Source: an optimization exercise on an open RTL-to-GDS flow (aim: small area and a short achievable clock period). Production flows keep margins and buffers that such runs may drop. Function was checked by simulation only, so behaviour that the tests miss may differ from the original. Power and IR drop assume default switching activity.

$ cat flow/config.mk
export PLATFORM = sky130hd
export DESIGN_NAME = pattern_top
export DESIGN_NICKNAME = pattern_top
export VERILOG_FILES = /design/flow/design.v
export SDC_FILE = /design/flow/constraint.sdc
export NUM_CORES = 4
export LEC_CHECK = 0
export CAP_MARGIN = 20
export CORE_MARGIN = 2
export CORE_UTILIZATION = 40
export SLEW_MARGIN = 20
$ cat flow/constraint.sdc
create_clock -name core_clock -period 4.0 [get_ports {clk_usb}]
set_input_delay 0.8000 -clock core_clock [delete_from_list [all_inputs] [get_ports {clk_usb}]]
set_output_delay 0.8000 -clock core_clock [all_outputs]
set_load 0.01 [all_outputs]
$ cat flow/design.v
package usb_host_pkg;
	typedef logic [15:0] usb_word_t;
	typedef struct packed {
		logic ctl0;
		logic ctl1;
		logic ctl2;
	} usb_ctl_t;
	typedef enum logic [1:0] {
		CMD_NONE,
		CMD_REG_DATA,
		CMD_REG_ADDR,
		CMD_PATTERN_WORD
	} cmd_kind_t;
	typedef struct packed {
		cmd_kind_t kind;
		usb_word_t word;
	} usb_cmd_t;
	localparam usb_ctl_t CTL_REG_DATA = 3'b010;
	localparam usb_ctl_t CTL_REG_ADDR = 3'b110;
	localparam usb_ctl_t CTL_PATTERN  = 3'b011;
	localparam usb_word_t REG_LAST_PATTERN = 16'd30;
	localparam usb_word_t REG_LOAD_RESET   = 16'd31;
	localparam usb_word_t REG_LOAD_ENABLE  = 16'd32;
endpackage
package dmd_pattern_pkg;
	localparam int PATTERN_WORDS = 16;
	localparam int MAX_PATTERNS  = 4;
	typedef logic [$clog2(PATTERN_WORDS)-1:0] row_index_t;
	typedef logic [$clog2(MAX_PATTERNS)-1:0]  pattern_index_t;
	typedef struct packed {
		pattern_index_t pattern;
		row_index_t     row;
	} pat_addr_t;
	typedef struct packed {
		logic           load_reset;
		logic           load_enable;
		pattern_index_t last_pattern;
	} pattern_cfg_t;
	typedef struct packed {
		logic                    we;
		pat_addr_t               addr;
		logic [15:0]              data;
	} pat_write_t;
endpackage
module usb_port_decoder (
	input  logic                    clk_usb,
	input  logic                    reset_i,
	input  usb_host_pkg::usb_ctl_t  ctl_i,
	input  usb_host_pkg::usb_word_t usb_data_i,
	output usb_host_pkg::usb_cmd_t  cmd_o
);
	usb_host_pkg::cmd_kind_t kind_q;
	usb_host_pkg::usb_word_t word_q;
	always_ff @(posedge clk_usb) begin
		if (reset_i) begin
			kind_q <= usb_host_pkg::CMD_NONE;
		end else begin
			case (ctl_i)
				usb_host_pkg::CTL_REG_DATA: kind_q <= usb_host_pkg::CMD_REG_DATA;
				usb_host_pkg::CTL_REG_ADDR: kind_q <= usb_host_pkg::CMD_REG_ADDR;
				usb_host_pkg::CTL_PATTERN:  kind_q <= usb_host_pkg::CMD_PATTERN_WORD;
				default:      kind_q <= usb_host_pkg::CMD_NONE;
			endcase
		end
	end
	always_ff @(posedge clk_usb) begin
		word_q <= usb_data_i;
	end
	assign cmd_o.kind = kind_q;
	assign cmd_o.word = word_q;
endmodule
module control_regs (
	input  logic                          clk_usb,
	input  logic                          reset_i,
	input  usb_host_pkg::usb_cmd_t        cmd_i,
	output dmd_pattern_pkg::pattern_cfg_t cfg_o
);
	usb_host_pkg::usb_word_t      pending_q;
	logic           load_reset_q;
	logic           load_enable_q;
	dmd_pattern_pkg::pattern_index_t last_pattern_q;
	always_ff @(posedge clk_usb) begin
		if (reset_i) begin
			pending_q <= '0;
		end else if (cmd_i.kind == usb_host_pkg::CMD_REG_DATA) begin
			pending_q <= cmd_i.word;
		end
	end
	always_ff @(posedge clk_usb) begin
		if (reset_i) begin
			load_reset_q   <= 1'b0;
			load_enable_q  <= 1'b0;
			last_pattern_q <= '0;
		end else if (cmd_i.kind == usb_host_pkg::CMD_REG_ADDR) begin
			case (cmd_i.word)
				usb_host_pkg::REG_LOAD_RESET: load_reset_q <= (pending_q != '0);
				usb_host_pkg::REG_LAST_PATTERN: begin
					last_pattern_q <= dmd_pattern_pkg::pattern_index_t'(pending_q);
				end
				usb_host_pkg::REG_LOAD_ENABLE: load_enable_q <= pending_q[0];
				default: begin
				end
			endcase
		end
	end
	assign cfg_o.load_reset   = load_reset_q;
	assign cfg_o.load_enable  = load_enable_q;
	assign cfg_o.last_pattern = last_pattern_q;
endmodule
module pattern_loader (
	input  logic                          clk_usb,
	input  logic                          reset_i,
	input  usb_host_pkg::usb_cmd_t        cmd_i,
	input  dmd_pattern_pkg::pattern_cfg_t cfg_i,
	output dmd_pattern_pkg::pat_write_t   wr_o,
	output logic                          load_done_o
);
	dmd_pattern_pkg::pat_addr_t pos_q;
	logic      load_done_q;
	logic      we_q;
	dmd_pattern_pkg::pat_addr_t wr_addr_q;
	usb_host_pkg::usb_word_t wr_data_q;
	logic      accept;
	logic      last_row;
	assign accept = (cmd_i.kind == usb_host_pkg::CMD_PATTERN_WORD) && cfg_i.load_enable &&
		!cfg_i.load_reset && !load_done_q;
	assign last_row = (pos_q.row == dmd_pattern_pkg::row_index_t'(dmd_pattern_pkg::PATTERN_WORDS - 1));
	always_ff @(posedge clk_usb) begin
		if (reset_i || cfg_i.load_reset) begin
			pos_q       <= '0;
			load_done_q <= 1'b0;
			we_q        <= 1'b0;
		end else begin
			we_q <= accept;
			if (accept) begin
				if (last_row) begin
					pos_q.row     <= '0;
					pos_q.pattern <= pos_q.pattern + 1'b1;
					load_done_q   <= (pos_q.pattern == cfg_i.last_pattern);
				end else begin
					pos_q.row <= pos_q.row + 1'b1;
				end
			end
		end
	end
	always_ff @(posedge clk_usb) begin
		if (accept) begin
			wr_addr_q <= pos_q;
			wr_data_q <= cmd_i.word;
		end
	end
	assign wr_o.we      = we_q;
	assign wr_o.addr    = wr_addr_q;
	assign wr_o.data    = wr_data_q;
	assign load_done_o  = load_done_q;
endmodule
module pattern_store (
	input  logic                        clk_usb,
	input  dmd_pattern_pkg::pat_write_t wr_i,
	input  dmd_pattern_pkg::pat_addr_t  rd_addr_i,
	output usb_host_pkg::usb_word_t     rd_data_o
);
	usb_host_pkg::usb_word_t mem [dmd_pattern_pkg::MAX_PATTERNS*dmd_pattern_pkg::PATTERN_WORDS];
	usb_host_pkg::usb_word_t rd_data_q;
	always_ff @(posedge clk_usb) begin
		if (wr_i.we) begin
			mem[wr_i.addr] <= wr_i.data;
		end
	end
	always_ff @(posedge clk_usb) begin
		rd_data_q <= mem[rd_addr_i];
	end
	assign rd_data_o = rd_data_q;
endmodule
module pattern_sequencer (
	input  logic                          clk_usb,
	input  logic                          reset_i,
	input  logic                          trigger_i,
	input  dmd_pattern_pkg::pattern_cfg_t cfg_i,
	input  logic                          load_done_i,
	output dmd_pattern_pkg::pat_addr_t    rd_addr_o,
	input  usb_host_pkg::usb_word_t       rd_data_i,
	output usb_host_pkg::usb_word_t       dout_o,
	output logic                          dvalid_o
);
	logic           trig_s_q;
	logic           trig_d_q;
	logic           active_q;
	dmd_pattern_pkg::row_index_t     row_q;
	dmd_pattern_pkg::pattern_index_t disp_pat_q;
	logic           rd_valid_q;
	logic           dvalid_q;
	usb_host_pkg::usb_word_t      dout_q;
	logic           busy;
	logic           start;
	always_ff @(posedge clk_usb) begin
		if (reset_i) begin
			trig_s_q <= 1'b0;
			trig_d_q <= 1'b0;
		end else begin
			trig_s_q <= trigger_i;
			trig_d_q <= trig_s_q;
		end
	end
	assign busy  = active_q || rd_valid_q || dvalid_q;
	assign start = trig_s_q && !trig_d_q && !busy && !cfg_i.load_enable && load_done_i;
	always_ff @(posedge clk_usb) begin
		if (reset_i) begin
			active_q   <= 1'b0;
			row_q      <= '0;
			disp_pat_q <= '0;
		end else begin
			if (start) begin
				active_q <= 1'b1;
				row_q    <= '0;
			end else if (active_q) begin
				row_q <= row_q + 1'b1;
				if (row_q == dmd_pattern_pkg::row_index_t'(dmd_pattern_pkg::PATTERN_WORDS - 1)) begin
					active_q <= 1'b0;
					if (disp_pat_q == cfg_i.last_pattern) begin
						disp_pat_q <= '0;
					end else begin
						disp_pat_q <= disp_pat_q + 1'b1;
					end
				end
			end
			if (cfg_i.load_reset) begin
				disp_pat_q <= '0;
			end
		end
	end
	assign rd_addr_o.pattern = disp_pat_q;
	assign rd_addr_o.row     = row_q;
	always_ff @(posedge clk_usb) begin
		if (reset_i) begin
			rd_valid_q <= 1'b0;
			dvalid_q   <= 1'b0;
		end else begin
			rd_valid_q <= active_q;
			dvalid_q   <= rd_valid_q;
		end
	end
	always_ff @(posedge clk_usb) begin
		dout_q <= rd_data_i;
	end
	assign dout_o   = dout_q;
	assign dvalid_o = dvalid_q;
endmodule
module pattern_top (
	input  logic                    clk_usb,
	input  logic                    reset_i,
	input  usb_host_pkg::usb_ctl_t  ctl_i,
	input  usb_host_pkg::usb_word_t usb_data_i,
	input  logic                    trigger_i,
	output usb_host_pkg::usb_word_t dout_o,
	output logic                    dvalid_o,
	output logic                    load_done_o
);
	usb_host_pkg::usb_cmd_t     cmd;
	dmd_pattern_pkg::pattern_cfg_t cfg;
	dmd_pattern_pkg::pat_write_t   wr;
	dmd_pattern_pkg::pat_addr_t    rd_addr;
	usb_host_pkg::usb_word_t    rd_data;
	usb_port_decoder u_decoder (
		.clk_usb    (clk_usb),
		.reset_i    (reset_i),
		.ctl_i      (ctl_i),
		.usb_data_i (usb_data_i),
		.cmd_o      (cmd)
	);
	control_regs u_regs (
		.clk_usb (clk_usb),
		.reset_i (reset_i),
		.cmd_i   (cmd),
		.cfg_o   (cfg)
	);
	pattern_loader u_loader (
		.clk_usb     (clk_usb),
		.reset_i     (reset_i),
		.cmd_i       (cmd),
		.cfg_i       (cfg),
		.wr_o        (wr),
		.load_done_o (load_done_o)
	);
	pattern_store u_store (
		.clk_usb   (clk_usb),
		.wr_i      (wr),
		.rd_addr_i (rd_addr),
		.rd_data_o (rd_data)
	);
	pattern_sequencer u_sequencer (
		.clk_usb     (clk_usb),
		.reset_i     (reset_i),
		.trigger_i   (trigger_i),
		.cfg_i       (cfg),
		.load_done_i (load_done_o),
		.rd_addr_o   (rd_addr),
		.rd_data_i   (rd_data),
		.dout_o      (dout_o),
		.dvalid_o    (dvalid_o)
	);
endmodule
$ cat flow/run.sh
#!/bin/bash
# synth_recipe.tcl (not shown) runs the flow's synth.tcl, then flattens the netlist and writes it again
# the make line also repeats each setting of config.mk as NAME=value (left out here)
make -C /OpenROAD-flow-scripts/flow DESIGN_CONFIG=/design/flow/config.mk WORK_HOME=/design/flow/orfs CLKGATE_MAP_FILE= SYNTH_SCRIPT=/design/flow/synth_recipe.tcl finish
==> metrics.md <==
| Metric | Value |
|---|---|
| Register area share after synthesis | 77.20% |
| Fraction of layout instances using a drive strength above 1 | 21.00% |
| Synth Flop Type | edfxtp_1 |
| Post-synthesis cell type count | 51 |
| Die area | 110100 µm² |
| GP Congestion | 0.8298 |
| Global route overflow | 0 |
| PostCTS Resize Cnt | 0 |
| Top cells by area, synth | edfxtp_1 (73%), mux4_2 (9.7%), dfxtp_1 (4.1%), mux2i_1 (3.5%), mux4_1 (0.98%) |
| Hold Vio Cnt, Final | 0 |
| RSZ-0062 raised after global routing | false |
| Share of the synthesized area in the top cell type | 73.05% |
| Final setup fails | 0 |
| Asr flop ratio synth | 0% |
| Core area | 106900 µm² |
| Die Wd | 331.9 µm |
| Critical path required time | 4.52 ns |
| Worst path max stage delay | 0.71 ns |
| Crit path from | u_sequencer.row_q[1] |
| Initial antenna violation count | 1 |
| Via-to-Cell Ratio | 5.633 |
| Clk buf depth | 3 |
| EDFF count, synth | 1046 |
| Fill cell count | 8922 |
| Mean Syn Cell Area | 20.39 µm² |
| Boundary pin count | 40 |
| Area occupied by multi-input gates | 8986 µm² |
| # Max-Cap Violations | 0 |
| Area after DPL | 45370 µm² |
| Dpl hpwl | 63.27 mm |
| Sum Neg Setup Slack | 0 ns |
| Starting Density | 40.22% |
| Worst VDD drop | 0.3365 mV |
| Syn. warnings | 5 |
| Leading cell type in the layout, fill and taps excluded | edfxtp_1 |
| TritonCTS clock tree | built |
| Mapped Cells | 2109 |
| Clock Latency Late Sink | 0.70 ns |
| CTS root buf | clkbuf_16 |
| Fin util | 45.98% |
| Remaining DRCs | 0 |
| Drt pass-1 iters | 5 |
| Clk sinks | 1135 |
| Layout Nets | 2292 |
| Final period util | 80.81% |
| Die Span Y | 331.9 µm |
| PortBufs | 39 |
| Kind of end point of the critical path | flop |
| Leakage power | 15.01 nW |
| Antenna-violating nets left | 0 |
| HP Class | reg2reg |
| Slowest cell on crit path | dfxtp_4 |
| Run status | finished clean |
| Layout area overhead | 14.31% |
| Worst reg2reg startpoint | u_sequencer.row_q[1] |
| Routed vias | 21212 |
| Vias in the first global route | 21323 |
| Relative slew margins | 23.53% |
| Hold-fix buffers, CTS | 0 |
| Pwr Density | 477.3 nW/µm² |
| Area leader, netlist | edfxtp_1 |
| Num CTS Buffers | 114 |
| Clock skew | 0.03115 ns |
| Final std cells w/o fill | 3766 |
| H-tree depth | 3 |
| First-pass GRT wire length | 150.6 mm |
| Critical path class | reg2reg |
| Reg area | 33200 µm² |
| Final Max Tran Viols | 0 |
| Post-Synthesis Net Count | 2133 |
| Pin count of the biggest net entering global routing | 84 |
| Routed wire length | 104.2 mm |
| F_max | 309.4 MHz |
| # rows | 120 |
| Yosys reg bits | 1135 |
| Final period demand of the worst path | 3.232 ns |
| Hold Path Origin | u_store.rd_data_q[14] |
| DR WL/cell | 27.67 µm |
| Flop2flop setup slack | 0.77 ns |
| Worst Path Max Fanout | 44 |
| Worst-margin pin slew | 1.143 ns |
| CP cell instances | buf_12 > mux4_2 > o22ai_1 > nor3_1 > a21oi_1 > o31ai_1 |
| Crit path launch type | flop |
| Crit path DAT | 3.75 ns |
| Detailed Route Iter0 Violations | 2343 |
| Post-synthesis instance area | 43000 µm² |
| Post-layout instance area | 49150 µm² |
| All-layer global routing usage | 18.68% |
| Placed instance count | 3554 |
| Hold WS | 0.3276 ns |
| Commonest cells after routing, fill and taps aside | edfxtp_1 (1046), mux4_2 (186), mux2i_1 (150) |
| Clock Pin Slew Worst Setup and Hold Paths | 0.06 ns |
| Post-CTS setup buffer count | 0 |
-- state kept, by name, summed over array words and instances (netlist names), 2 cells and up --
register,cells
u_sequencer.disp_pat_q,2
u_decoder.word_q,16
u_sequencer.row_q,4
u_sequencer.dout_q,16
u_loader.pos_q,6
u_loader.wr_data_q,16
u_store.mem,1024
u_loader.wr_addr_q,6
u_regs.last_pattern_q,2
u_regs.pending_q,16
u_store.rd_data_q,16
u_decoder.kind_q,2
-- power by group --
part | switching, W | total [W] | internal, W
Clock | 0.00443 | 0.0106 | 0.00620
Combinational | 0.0000209 | 0.0000493 | 0.0000284
Sequential | 0.0000151 | 0.0128 | 0.0128
Total | 0.00446 | 0.0235 | 0.0190
-- layout make-up --
cell class | count | share of cell area [%]
multi-input cells | 850 | 18.28
well taps | 1403 | 3.572
diodes | 1 | 0.005092
clock inverters | 61 | 1.207
clock buffers | 149 | 6.436
flip-flops and latches | 1135 | 67.56
repair buffers | 159 | 2.877
inverters | 8 | 0.06110
-- worst paths after layout --
check / to / cells past startpoint
max: u_store.rd_data_q[14] / 6
min: u_sequencer.dout_q[14] / 0
max reg2reg: u_store.rd_data_q[14] / 6
min reg2reg: u_sequencer.dout_q[14] / 0
-- critical path: cells and delay by family (launching register included) --
kind                   cells  cell delay [ns]
and+or+nand+nor            1             0.22
muxes                      1             0.56
buffers and inverters      1             0.39
AOI/OAI and AO/OA          3             1.13
DFF                        1             0.71
-- per-stage QoR --
step                power (W)  setup slack, ns
finish                0.02346           0.7678
detailed placement    0.01309           0.8652
global route          0.02409           0.7220
floorplan             0.01306            1.587
CTS                   0.02363           0.8487
global placement      0.01309           0.9392
-- synthesized netlist by cell type, types with 6 or more instances --
| library cell | instances |
|---|---|
| o22ai_1 | 40 |
| a2111oi_0 | 9 |
| nor3_1 | 16 |
| a21oi_1 | 57 |
| mux4_2 | 186 |
| edfxtp_1 | 1046 |
| nand2_1 | 62 |
| nand2b_1 | 8 |
| nor2_1 | 99 |
| dfxtp_1 | 89 |
| nor4_1 | 8 |
| buf_2 | 37 |
| mux2i_1 | 150 |
| buf_4 | 15 |
| mux4_1 | 16 |
| xnor2_1 | 8 |
| nand4_1 | 6 |
| nor2b_1 | 37 |
| o21a_1 | 6 |
| a31oi_1 | 9 |
| o221ai_1 | 21 |
| clkbuf_1 | 33 |
| a211o_1 | 11 |
| buf_6 | 20 |
| o31ai_1 | 9 |
| a211oi_1 | 14 |
| inv_1 | 7 |
| nand3_1 | 13 |
| o21ai_1 | 7 |
| a22oi_1 | 13 |
-- logic make-up (layout without fill, tap and decap cells) --
| family | count (synthesis) | after routing | share of synthesized area, % |
|---|---|---|---|
| flops | 1135 | 1135 | 77.20 |
| simple gates | 270 | 270 | 2.965 |
| fa+ha+maj | 2 | 2 | 0.05819 |
| mux | 354 | 354 | 14.26 |
| buf+inv | 124 | 377 | 1.953 |
| other cells | 0 | 1 | 0 |
| compound gates | 213 | 213 | 3.338 |
| xor+xnor | 11 | 11 | 0.2241 |
-- layer usage --
layer  track usage [%]  vias to the layer above  part of all wire (%)  routed length, µm
met5                 0                        -                     0                  0
met4             6.489                        0                   3.2               3382
met3             3.118                      150                   6.9               7182
met2             30.24                      848                    48              50400
met1             25.74                    11226                    42              43260
li1                  -                     8988                     -                  -

==> static timing again, ports no longer ideal <==
No port has a modelled driver above. Below, the same layout with a new extraction and two added sets of constraints. Step 1: set_driving_cell puts a clkbuf_16 on clk_usb and a buf_2 on each other input, an assumption about the parent block. Step 2 times the ports against the registers' clock, not the clock port: input delays grow and output delays shrink by t, the midpoint of the rising clock arrivals with the driver on. Slacks: ideal ports / drivers / drivers and shift; pairs: ideal ports / drivers.
t, ns: 0.748
setup WS [ns]: 0.768 / 0.768 / 0.768
worst hold slack (ns): 0.328 / 0.328 / 0.328
After both steps this run still meets setup and hold. For this run, drivers alone change the setup slack by 0.000 ns; drivers and shift together by 0.000 ns.
